Context: an optimization exercise on an open-source flow, tuned for small area and a short achievable clock period. The choices shown serve that exercise and are no tape-out recipe. Only simulation tests tie the RTL to the original design; equivalence was not proved. Power is estimated from default activity; no workload was simulated.

==> flow/design.v <==
`default_nettype none
module regfile_scoreboard #(
    parameter int DATA_W   = 32,
    parameter int ADDR_W   = 5,
    parameter int ZERO_REG = 1
) (
    input  logic              clk,
    input  logic              rst,
    input  logic [ADDR_W-1:0] rs,
    input  logic [ADDR_W-1:0] rt,
    input  logic [ADDR_W-1:0] write_reg,
    input  logic              RegWrite,
    input  logic [DATA_W-1:0] write_data,
    input  logic [ADDR_W-1:0] reserve_reg,
    input  logic              Reserve,
    output logic [DATA_W-1:0] a,
    output logic [DATA_W-1:0] b,
    output logic              a_busy,
    output logic              b_busy,
    output logic              stall,
    output logic [ADDR_W:0]   busy_count
);
    localparam int c_DEPTH = 1 << ADDR_W;
    localparam int c_LO    = (ZERO_REG != 0) ? 1 : 0;
    logic [DATA_W-1:0]  regs_q [c_LO:c_DEPTH-1];
    logic [c_DEPTH-1:0] valid_q;
    logic [c_DEPTH-1:0] busy_q;
    logic [ADDR_W:0]    busy_count_q;
    logic [c_DEPTH-1:0] w_wr;
    logic [c_DEPTH-1:0] w_rsv;
    logic [c_DEPTH-1:0] w_dec_a;
    logic [c_DEPTH-1:0] w_dec_b;
    always_comb begin
        for (int i = 0; i < c_DEPTH; i++) begin
            w_wr[i]    = (i >= c_LO) && RegWrite && (write_reg == ADDR_W'(i));
            w_rsv[i]   = (i >= c_LO) && Reserve  && (reserve_reg == ADDR_W'(i));
            w_dec_a[i] = (i >= c_LO) && (rs == ADDR_W'(i));
            w_dec_b[i] = (i >= c_LO) && (rt == ADDR_W'(i));
        end
    end
    logic w_wr_en;
    logic w_bypass_a;
    logic w_bypass_b;
    assign w_wr_en    = |w_wr;
    assign w_bypass_a = w_wr_en && (write_reg == rs);
    assign w_bypass_b = w_wr_en && (write_reg == rt);
    always_ff @(posedge clk) begin
        for (int i = c_LO; i < c_DEPTH; i++) begin
            if (w_wr[i]) regs_q[i] <= write_data;
        end
    end
    logic w_inc;
    logic w_dec;
    assign w_inc = |(w_rsv & ~busy_q);
    assign w_dec = |(w_wr & busy_q & ~w_rsv);
    logic [c_DEPTH-1:c_LO] valid_r;
    logic [c_DEPTH-1:c_LO] busy_r;
    always_ff @(posedge clk or posedge rst) begin
        if (rst) begin
            valid_r <= '0;
            busy_r  <= '0;
        end else begin
            valid_r <= valid_r | w_wr[c_DEPTH-1:c_LO];
            busy_r  <= w_rsv[c_DEPTH-1:c_LO] | (busy_r & ~w_wr[c_DEPTH-1:c_LO]);
        end
    end
    generate
        if (c_LO != 0) begin : g_zero_flags
            assign valid_q = {valid_r, 1'b0};
            assign busy_q  = {busy_r, 1'b0};
        end else begin : g_all_flags
            assign valid_q = valid_r;
            assign busy_q  = busy_r;
        end
    endgenerate
    always_ff @(posedge clk or posedge rst) begin
        if (rst) begin
            busy_count_q <= '0;
        end else begin
            busy_count_q <= busy_count_q + {{ADDR_W{w_dec && !w_inc}}, w_inc ^ w_dec};
        end
    end
    logic [c_DEPTH-1:0] w_sel_a_lo;
    logic [c_DEPTH-1:0] w_sel_a_hi;
    logic [c_DEPTH-1:0] w_sel_b_lo;
    logic [c_DEPTH-1:0] w_sel_b_hi;
    logic               w_byp_a;
    logic               w_byp_b;
    generate
        if (ADDR_W == 5) begin : g_fast_dec
            rf_dec32 u_dec_a_lo (.addr(rs), .valid(valid_q), .sel(w_sel_a_lo));
            rf_dec32 u_dec_a_hi (.addr(rs), .valid(valid_q), .sel(w_sel_a_hi));
            rf_dec32 u_dec_b_lo (.addr(rt), .valid(valid_q), .sel(w_sel_b_lo));
            rf_dec32 u_dec_b_hi (.addr(rt), .valid(valid_q), .sel(w_sel_b_hi));
        end else begin : g_generic_dec
            assign w_sel_a_lo = w_dec_a & valid_q;
            assign w_sel_a_hi = w_dec_a & valid_q;
            assign w_sel_b_lo = w_dec_b & valid_q;
            assign w_sel_b_hi = w_dec_b & valid_q;
        end
    endgenerate
    assign w_byp_a = w_bypass_a;
    assign w_byp_b = w_bypass_b;
    for (genvar j = 0; j < DATA_W; j++) begin : g_rd
        logic [c_DEPTH-c_LO-1:0] w_col;
        logic                    w_ma_n;
        logic                    w_mb_n;
        logic [c_DEPTH-1:0]      w_sel_a;
        logic [c_DEPTH-1:0]      w_sel_b;
        assign w_sel_a = (j < DATA_W / 2) ? w_sel_a_lo : w_sel_a_hi;
        assign w_sel_b = (j < DATA_W / 2) ? w_sel_b_lo : w_sel_b_hi;
        for (genvar i = c_LO; i < c_DEPTH; i++) begin : g_col
            assign w_col[i-c_LO] = regs_q[i][j];
        end
        if (c_DEPTH - c_LO == 31) begin : g_fast
            rf_aomux31 u_a (.sel(w_sel_a[c_DEPTH-1:c_LO]), .d(w_col), .yn(w_ma_n));
            rf_aomux31 u_b (.sel(w_sel_b[c_DEPTH-1:c_LO]), .d(w_col), .yn(w_mb_n));
        end else begin : g_generic
            assign w_ma_n = ~|(w_sel_a[c_DEPTH-1:c_LO] & w_col);
            assign w_mb_n = ~|(w_sel_b[c_DEPTH-1:c_LO] & w_col);
        end
        assign a[j] = !rst && (w_byp_a ? write_data[j] : !w_ma_n);
        assign b[j] = !rst && (w_byp_b ? write_data[j] : !w_mb_n);
    end
    assign a_busy     = !rst && !w_bypass_a && |(w_dec_a & busy_q);
    assign b_busy     = !rst && !w_bypass_b && |(w_dec_b & busy_q);
    assign stall      = a_busy || b_busy;
    assign busy_count = busy_count_q;
endmodule
module rf_aomux31 (
    input  logic [30:0] sel,
    input  logic [30:0] d,
    output logic        yn
);
    logic [10:0] w_n;
    logic [2:0]  w_h;
    for (genvar g = 0; g < 10; g++) begin : g_leg
        rf_aoi3 u_aoi (.s(sel[3*g+2:3*g]), .d(d[3*g+2:3*g]), .yn(w_n[g]));
    end
    rf_nand2 u_n2 (.a({sel[30], d[30]}), .y(w_n[10]));
    rf_nand4 u_h0 (.a(w_n[3:0]), .y(w_h[0]));
    rf_nand4 u_h1 (.a(w_n[7:4]), .y(w_h[1]));
    rf_nand3 u_h2 (.a(w_n[10:8]), .y(w_h[2]));
    rf_nor3  u_o  (.a(w_h), .y(yn));
endmodule
module rf_dec32 (
    input  logic [4:0]  addr,
    input  logic [31:0] valid,
    output logic [31:0] sel
);
    logic [3:0] w_lo;
    logic [7:0] w_hi;
    rf_pre2 u_lo (.a(addr[1:0]), .y(w_lo));
    rf_pre3 u_hi (.a(addr[4:2]), .y(w_hi));
    for (genvar i = 0; i < 32; i++) begin : g_sel
        rf_and3 u_and (.a({w_lo[i%4], w_hi[i/4], valid[i]}), .y(sel[i]));
    end
endmodule
module rf_pre2 (
    input  logic [1:0] a,
    output logic [3:0] y
);
    for (genvar i = 0; i < 4; i++) begin : g_y
        assign y[i] = (a == 2'(i));
    end
endmodule
module rf_pre3 (
    input  logic [2:0] a,
    output logic [7:0] y
);
    for (genvar i = 0; i < 8; i++) begin : g_y
        assign y[i] = (a == 3'(i));
    end
endmodule
module rf_and3 (
    input  logic [2:0] a,
    output logic       y
);
    assign y = &a;
endmodule
module rf_aoi3 (
    input  logic [2:0] s,
    input  logic [2:0] d,
    output logic       yn
);
    assign yn = ~|(s & d);
endmodule
module rf_nand2 (
    input  logic [1:0] a,
    output logic       y
);
    assign y = ~&a;
endmodule
module rf_nand3 (
    input  logic [2:0] a,
    output logic       y
);
    assign y = ~&a;
endmodule
module rf_nand4 (
    input  logic [3:0] a,
    output logic       y
);
    assign y = ~&a;
endmodule
module rf_nor3 (
    input  logic [2:0] a,
    output logic       y
);
    assign y = ~|a;
endmodule
`default_nettype wire
clock: 7.0 ns
lec_check: 0
cap_margin: 20
core_margin: 2
core_utilization: 45
setup_slack_margin: 1.5
slew_margin: 20
synth_hierarchical: 1
synth_minimum_keep_size: 0
standard.sh (not shown) runs the stock make flow with config.mk's settings and CLKGATE_MAP_FILE= SYNTH_SCRIPT=/design/flow/synth_recipe.tcl, a recipe that flattens the netlist after the stock synthesis.
==> flow/flow/run.sh <==
#!/bin/bash
# Standard ORFS layout with a few changes to how it is made:
#  - ports are buffered with plain buffers (buf_2) instead of the delay cell
#    buffer_ports picks by default;
#  - resizing may change a cell's footprint, so timing repair can swap them;
#  - CTS inserts no dummy loads, builds the tree from clkbuf_4/clkbuf_8 and
#    clusters up to 16 sinks per leaf buffer;
set -uo pipefail
ARGS=(
  "BUFFER_PORTS_ARGS=-buffer_cell sky130_fd_sc_hd__buf_2"
  "MATCH_CELL_FOOTPRINT=0"
  "CTS_ARGS=-sink_clustering_enable -repair_clock_nets -dont_use_dummy_load -sink_clustering_size 16 -sink_clustering_max_diameter 50 -buf_list {sky130_fd_sc_hd__clkbuf_4 sky130_fd_sc_hd__clkbuf_8}"
)
bash standard.sh "${ARGS[@]}" cts > flow_make_cts.log 2>&1
rc=$?
if [[ $rc -ne 0 ]]; then tail -20 flow_make_cts.log; exit $rc; fi
bash standard.sh "${ARGS[@]}" "SETUP_SLACK_MARGIN=2.0" "SETUP_MOVE_SEQUENCE=sizeup,swap" finish > flow_make_finish.log 2>&1
rc=$?
tail -20 flow_make_finish.log
exit $rc
The baseline went through all stages and came out clean.
Then changed:
--- a/flow/flow/run.sh
+++ b/flow/flow/run.sh
@@ -5,10 +5,10 @@
 #  - resizing may change a cell's footprint, so timing repair can swap them;
 #  - CTS inserts no dummy loads, builds the tree from clkbuf_4/clkbuf_8 and
-#    clusters up to 16 sinks per leaf buffer;
+#    clusters up to 20 sinks per leaf buffer;
 set -uo pipefail
 ARGS=(
   "BUFFER_PORTS_ARGS=-buffer_cell sky130_fd_sc_hd__buf_2"
   "MATCH_CELL_FOOTPRINT=0"
-  "CTS_ARGS=-sink_clustering_enable -repair_clock_nets -dont_use_dummy_load -sink_clustering_size 16 -sink_clustering_max_diameter 50 -buf_list {sky130_fd_sc_hd__clkbuf_4 sky130_fd_sc_hd__clkbuf_8}"
+  "CTS_ARGS=-sink_clustering_enable -repair_clock_nets -dont_use_dummy_load -sink_clustering_size 20 -sink_clustering_max_diameter 60 -buf_list {sky130_fd_sc_hd__clkbuf_4 sky130_fd_sc_hd__clkbuf_8}"
 )
 bash standard.sh "${ARGS[@]}" cts > flow_make_cts.log 2>&1
Setup slack gains 0.083 ns.
Sequential share of layout area rises by 0.42 points.
Routed wire length falls by 0.56%.
Then changed:
--- a/flow/flow/run.sh
+++ b/flow/flow/run.sh
@@ -15,5 +15,5 @@
 rc=$?
 if [[ $rc -ne 0 ]]; then tail -20 flow_make_cts.log; exit $rc; fi
-bash standard.sh "${ARGS[@]}" "SETUP_SLACK_MARGIN=2.0" "SETUP_MOVE_SEQUENCE=sizeup,swap" finish > flow_make_finish.log 2>&1
+bash standard.sh "${ARGS[@]}" "SETUP_SLACK_MARGIN=0" finish > flow_make_finish.log 2>&1
 rc=$?
 tail -20 flow_make_finish.log
--- a/flow/config.mk
+++ b/flow/config.mk
@@ -8,5 +8,5 @@
 export CAP_MARGIN = 20
 export CORE_MARGIN = 2
-export CORE_UTILIZATION = 45
+export CORE_UTILIZATION = 55
 export SETUP_SLACK_MARGIN = 1.5
 export SLEW_MARGIN = 20
Result: The changed run completed with no timing, DRC or antenna violations; global-route usage rose by 7.5 points; design area fell by about 3%; sequential power stays flat; via count rose by about 0.5%; count of clock-buffer cells in the layout is unchanged; clock power barely changes; setup slack loses 0.54 ns.
Then changed:
--- a/flow/flow/run.sh
+++ b/flow/flow/run.sh
@@ -15,5 +15,5 @@
 rc=$?
 if [[ $rc -ne 0 ]]; then tail -20 flow_make_cts.log; exit $rc; fi
-bash standard.sh "${ARGS[@]}" "SETUP_SLACK_MARGIN=0" finish > flow_make_finish.log 2>&1
+bash standard.sh "${ARGS[@]}" "SETUP_SLACK_MARGIN=2.0" "SETUP_MOVE_SEQUENCE=sizeup,swap" finish > flow_make_finish.log 2>&1
 rc=$?
 tail -20 flow_make_finish.log
Effect:
- routed wire length hardly moves
- hold slack stays flat
- register-to-register slack loses 0.04 ns
- global-route usage is unchanged
- worst setup slack gains 0.48 ns
- fmax went up by 9.2%
- cell count hardly moves
- first-iteration DRC count went down by 1.2%
- via count went up by 0.47%
- synthesized area stays the same
- final area went up by 1.8%
Then changed:
--- a/flow/flow/run.sh
+++ b/flow/flow/run.sh
@@ -5,10 +5,10 @@
 #  - resizing may change a cell's footprint, so timing repair can swap them;
 #  - CTS inserts no dummy loads, builds the tree from clkbuf_4/clkbuf_8 and
-#    clusters up to 20 sinks per leaf buffer;
+#    clusters up to 16 sinks per leaf buffer;
 set -uo pipefail
 ARGS=(
   "BUFFER_PORTS_ARGS=-buffer_cell sky130_fd_sc_hd__buf_2"
   "MATCH_CELL_FOOTPRINT=0"
-  "CTS_ARGS=-sink_clustering_enable -repair_clock_nets -dont_use_dummy_load -sink_clustering_size 20 -sink_clustering_max_diameter 60 -buf_list {sky130_fd_sc_hd__clkbuf_4 sky130_fd_sc_hd__clkbuf_8}"
+  "CTS_ARGS=-sink_clustering_enable -repair_clock_nets -dont_use_dummy_load -sink_clustering_size 16 -sink_clustering_max_diameter 50 -buf_list {sky130_fd_sc_hd__clkbuf_4 sky130_fd_sc_hd__clkbuf_8}"
 )
 bash standard.sh "${ARGS[@]}" cts > flow_make_cts.log 2>&1
Result: Synthesized area does not change. Via count stays flat. Cell count climbs slightly. Setup slack gains 0.084 ns. Sequential power stays flat. Sequential cell count stays the same.

-- what the ideal ports hide --
In the flow no input, the clock included, has a driving cell. The finished layouts below were timed again as built, in two steps. Step 1, drivers: a clkbuf_16 drives clk and a buf_2 each remaining input, both assumed. Step 2 adds t to the input delays and takes it off the output delays; t is the mean of the earliest and latest rising clock arrival at the registers after step 1. Input paths then give back, and output paths get back, about the clock's delay inside the block. a / b / c = ideal / step 1 / step 2; a / b = the first two.
run | t, ns | slack for setup (ns) | worst hold slack (ns) | worst register clock-pin slew, ns
the first run | 0.814 | 1.745 / 1.696 / 1.696 | 0.513 / 0.513 / 0.513 | 0.10 / 0.10
the second run | 0.796 | 1.827 / 1.774 / 1.774 | 0.524 / 0.524 / 0.524 | 0.12 / 0.12
the third run | 0.744 | 1.288 / 1.128 / 1.128 | 0.540 / 0.540 / 0.540 | 0.12 / 0.12
the fourth run | 0.750 | 1.769 / 1.611 / 1.611 | 0.540 / 0.540 / 0.540 | 0.12 / 0.12
the fifth run | 0.781 | 1.853 / 1.652 / 1.652 | 0.545 / 0.545 / 0.545 | 0.10 / 0.10
After both steps setup and hold are still met in every run listed. The setup slack of the fifth run, which loses most, moves by -0.201 ns with the drivers and by -0.201 ns with both steps.
